This is an optimization exercise on Yosys and OpenROAD, whose aim is small area, not a production implementation. Only simulation tests tie the RTL to the original design; equivalence was not proved. Power and IR drop assume default switching activity.

==> v39 <==
Design stick_top, start of the top module:
module stick_top #(
	parameter int NUM_CH   = 4,
	parameter int SYNC_BIT = 11
) (
	input  logic                     i_sysclk,
	input  logic                     i_phy_rst_n,
	input  logic                     i_cmd_valid,
	input  logic [31:0]              i_cmd,		 
	input  logic [NUM_CH*12-1:0]     i_adc,
	output logic                     o_msync_n,
	output logic [2:0]               o_hpwon,
	output logic [NUM_CH-1:0]        o_pdwn,
	output logic [NUM_CH-1:0]        o_phase_a,
	output logic [NUM_CH-1:0]        o_phase_b_n,
	output logic [NUM_CH-1:0]        o_phase_c,
	output logic [NUM_CH-1:0]        o_phase_d_n,
	output logic [NUM_CH-1:0]        o_nenz,
	output logic [NUM_CH-1:0]        o_acq_valid,
	output logic [NUM_CH-1:0]        o_acq_cmpl,
	output logic [NUM_CH-1:0]        o_en,
	output logic [NUM_CH-1:0]        o_doffs,
	output logic [NUM_CH-1:0]        o_soffs_n,
	output logic [NUM_CH*20-1:0]     o_acq_word	 
);
export LEC_CHECK = 0
export CAP_MARGIN = 20
export CORE_MARGIN = 2
export CORE_UTILIZATION = 58
export CTS_BUF_LIST = sky130_fd_sc_hd__clkbuf_8
export CTS_CLUSTER_DIAMETER = 60
export CTS_CLUSTER_SIZE = 16
export SLEW_MARGIN = 20
create_clock -name core_clock -period 6.0 [get_ports {i_sysclk}]
standard.sh (not shown) runs the stock make flow with config.mk's settings and CLKGATE_MAP_FILE= SYNTH_SCRIPT=/design/flow/synth_recipe.tcl, a recipe that flattens the netlist after the stock synthesis.
==> flow/flow/run.sh <==
#!/bin/bash
# The standard layout, with each port buffered by the smallest buffer
# (sky130_fd_sc_hd__buf_1) in place of the delay buffer buffer_ports picks
# on its own. make's full output goes to finish.log in this folder; the tools'
# own logs are under orfs/logs/. The buffers Yosys/ABC put in are removed at
# floorplan, leaving the resizer to buffer what needs it.
set -euo pipefail
bash standard.sh finish "BUFFER_PORTS_ARGS=-buffer_cell sky130_fd_sc_hd__buf_1" REMOVE_ABC_BUFFERS=1 > finish.log 2>&1
==> v32 (differences from v39) <==
--- a/flow/design.v
+++ b/flow/design.v
@@ -72,30 +72,32 @@
 				o_cfg[i*85+60] <= 1'b0;
 				o_cfg[i*85+51] <= 1'b0;
 				o_cfg[i*85+26] <= 1'b0;
 				o_cfg[i*85+17] <= 1'b0;
 				o_cfg[i*85+8]  <= 1'b0;
 				o_cfg[i*85+0 +: 8] <= '0;
+				o_cfg[i*85+27 +: 16] <= '0;
 			end
 			else if (sel)
 			begin
 				if (op == OP_ZND_DELAY)  o_cfg[i*85+60] <= nz24;
 				if (op == OP_PULSE_W)    o_cfg[i*85+51] <= nz8;
 				if (op == OP_DATA_DELAY) o_cfg[i*85+26] <= nz24;
 				if (op == OP_SMAX)       o_cfg[i*85+17] <= nz8;
 				if (op == OP_WORDS)      o_cfg[i*85+8]  <= nz8;
 				if (op == OP_OFFSET)     o_cfg[i*85+0 +: 8] <= arg[7:0];
+				if (op == OP_DATA_DELAY) o_cfg[i*85+27 +: 16] <= arg_neg[15:0];
 			end
 		end
 		always_ff @(posedge i_sysclk)
 		begin
 			if (sel)
 			begin
 				if (op == OP_ZND_DELAY)  o_cfg[i*85+61 +: 24] <= arg_neg;
 				if (op == OP_PULSE_W)    o_cfg[i*85+52 +: 8]  <= arg_neg[7:0];
-				if (op == OP_DATA_DELAY) o_cfg[i*85+27 +: 24] <= arg_neg;
+				if (op == OP_DATA_DELAY) o_cfg[i*85+43 +: 8]  <= arg_neg[23:16];
 				if (op == OP_SMAX)       o_cfg[i*85+18 +: 8]  <= arg_m1[7:0];
 				if (op == OP_WORDS)      o_cfg[i*85+9 +: 8]   <= arg_m1[7:0];
 			end
 		end
 	end
 endmodule
@@ -120,20 +122,23 @@
 		assign cry[k+1] = cry[k] & cnt_q[k];
 	end
 	assign o_msync_n = i_sync_on ? cnt_q[SYNC_BIT] : 1'b1;
 	always_ff @(posedge i_sysclk or negedge i_phy_rst_n)
 	begin
 		if (!i_phy_rst_n)
-			cnt_q <= '0;
+		begin
+			cnt_q      <= '0;
+			msync_d    <= 1'b1;
+			o_sync_stb <= 1'b0;
+		end
 		else
-			cnt_q <= cnt_q ^ cry[SYNC_BIT:0];
-	end
-	always_ff @(posedge i_sysclk)
-	begin
-		msync_d    <= o_msync_n;
-		o_sync_stb <= msync_d & ~o_msync_n;	 
+		begin
+			cnt_q      <= cnt_q ^ cry[SYNC_BIT:0];
+			msync_d    <= o_msync_n;
+			o_sync_stb <= msync_d & ~o_msync_n;	 
+		end
 	end
 endmodule
 `default_nettype wire
 `timescale 1ns/1ps
 `default_nettype none
 module znd_chan (
@@ -250,13 +255,12 @@
 	logic [23:0] cry_in;	 
 	logic [7:0]  pos;		 
 	logic [7:0]  wnum;		 
 	logic [7:0]  wnum_inc;	 
 	logic [11:0] max_q;		 
 	logic [11:0] grp_max;	 
-	logic [7:0]  offs;		 
 	logic [11:0] diff;		 
 	logic        neg;		 
 	logic [12:0] gt;		 
 	logic        lo_b;		 
 	logic [4:0]  hi_b;		 
 	logic        run_ok;
@@ -288,14 +292,13 @@
 	assign wnum_inc = wnum ^ cry_in[15:8];
 	assign gt[0] = 1'b0;
 	for (genvar k = 0; k < 12; k++)
 	begin : g_gt
 		assign gt[k+1] = (i_adc[k] & !max_q[k]) | (i_adc[k] & gt[k]) | (!max_q[k] & gt[k]);
 	end
-	assign offs = last_smp ? offset : 8'd0;
-	assign {lo_b, diff[7:0]} = {1'b0, grp_max[7:0]} - {1'b0, offs};
+	assign {lo_b, diff[7:0]} = {1'b0, grp_max[7:0]} - {1'b0, offset};
 	assign hi_b[0] = lo_b;
 	for (genvar k = 0; k < 4; k++)
 	begin : g_hi
 		assign diff[8+k]  = grp_max[8+k] ^ hi_b[k];
 		assign hi_b[k+1] = hi_b[k] & !grp_max[8+k];
 	end
@@ -309,16 +312,18 @@
 	begin
 		if (!i_phy_rst_n)
 		begin
 			wait_q  <= 1'b0;
 			grp_q   <= 1'b0;
 			o_valid <= 1'b0;
+			o_cmpl  <= 1'b0;
 		end
 		else
 		begin
 			o_valid <= fire;
+			o_cmpl  <= fire && last_word;
 			if (!run_ok)
 			begin
 				wait_q <= 1'b0;
 				grp_q  <= 1'b0;
 			end
 			else if (i_sync_stb)
@@ -337,22 +342,21 @@
 			else if (fire && last_word)
 				grp_q <= 1'b0;
 		end
 	end
 	always_ff @(posedge i_sysclk)
 	begin
-		if (i_sync_stb)	 
-			cnt_q <= {dd_n[23:16], dd_nz ? dd_n[15:0] : 16'd0};
+		if (i_sync_stb)
+			cnt_q <= dd_n;
 		else
 		begin
 			cnt_q[23:8] <= cnt_q[23:8] ^ cry_in[23:8];
 			cnt_q[7:0]  <= (grp_q && last_smp) ? 8'd0 : (cnt_q[7:0] ^ cry_in[7:0]);
 		end
-		max_q <= neg ? 12'd0 : diff;	 
+		max_q <= last_smp ? (neg ? 12'd0 : diff) : grp_max;	 
 	end
-	assign o_cmpl    = o_valid && !grp_q;
 	assign o_word    = {wnum, max_q};
 	assign o_en      = grp_q;
 	assign o_doffs   = wait_q;
 	assign o_soffs_n = !wait_q;
 endmodule
 `default_nettype wire
==> flow/run.sh (new file) <==
#!/bin/bash
# synth_recipe.tcl (not shown) runs the flow's synth.tcl, then flattens the netlist and writes it again
# the make line also repeats each setting of config.mk as NAME=value (left out here)
make -C /OpenROAD-flow-scripts/flow DESIGN_CONFIG=/design/flow/config.mk WORK_HOME=/design/flow/orfs CLKGATE_MAP_FILE= SYNTH_SCRIPT=/design/flow/synth_recipe.tcl finish
Settings changed: CORE_UTILIZATION 58 to 40, CTS_BUF_LIST sky130_fd_sc_hd__clkbuf_8 to default, CTS_CLUSTER_SIZE 16 to 25.
removed: flow/flow/run.sh
removed: flow/standard.sh
==> run summary <==
Between v39 and v32, the lower synthesized cell count is in v39 (gap 4.5%, measured against v32). Register-to-register slack: v32 is lower than v39 (0.08 ns). Against v39, the sequential power of v32 is higher by about 0.8%. Against v32, the via count of v39 is smaller by 7.9%. Between v32 and v39, the lower hold slack is in v39 (gap 0.011 ns). Wire length: v39 is smaller than v32 (about 10%). Of v39 and v32, v32 has the higher clock power (gap 34%, measured against v32). Between v39 and v32, the lower final cell count is in v39 (gap 14%, measured against v32).

[what the ideal ports hide]
No port has a modelled driver above. Below, the same layouts with a new extraction and two added sets of constraints. Step 1: set_driving_cell puts a clkbuf_16 on i_sysclk and a buf_2 on each other input, an assumption about the parent block. Step 2 times the ports against the registers' clock, not the clock port: input delays grow and output delays shrink by t, the midpoint of the rising clock arrivals with the driver on. Slacks: no drivers / after step 1 / after step 2; pairs: no drivers / after step 1.
run	shift t [ns]	slack for setup (ns)	hold WS [ns]	latest minus earliest clock arrival (ns)	worst data-port slew with drivers (ns)
v39	0.712	0.404 / 0.404 / -0.273	0.416 / 0.416 / 0.416	0.052 / 0.052	0.06
v32	0.671	0.282 / 0.322 / -0.343	0.427 / 0.427 / 0.427	0.028 / 0.029	0.07
Met with ideal ports but missed after step 2: setup timing in v39 and v32. The setup slack of v39, which loses most, moves by 0.000 ns with the drivers and by -0.677 ns with both steps.
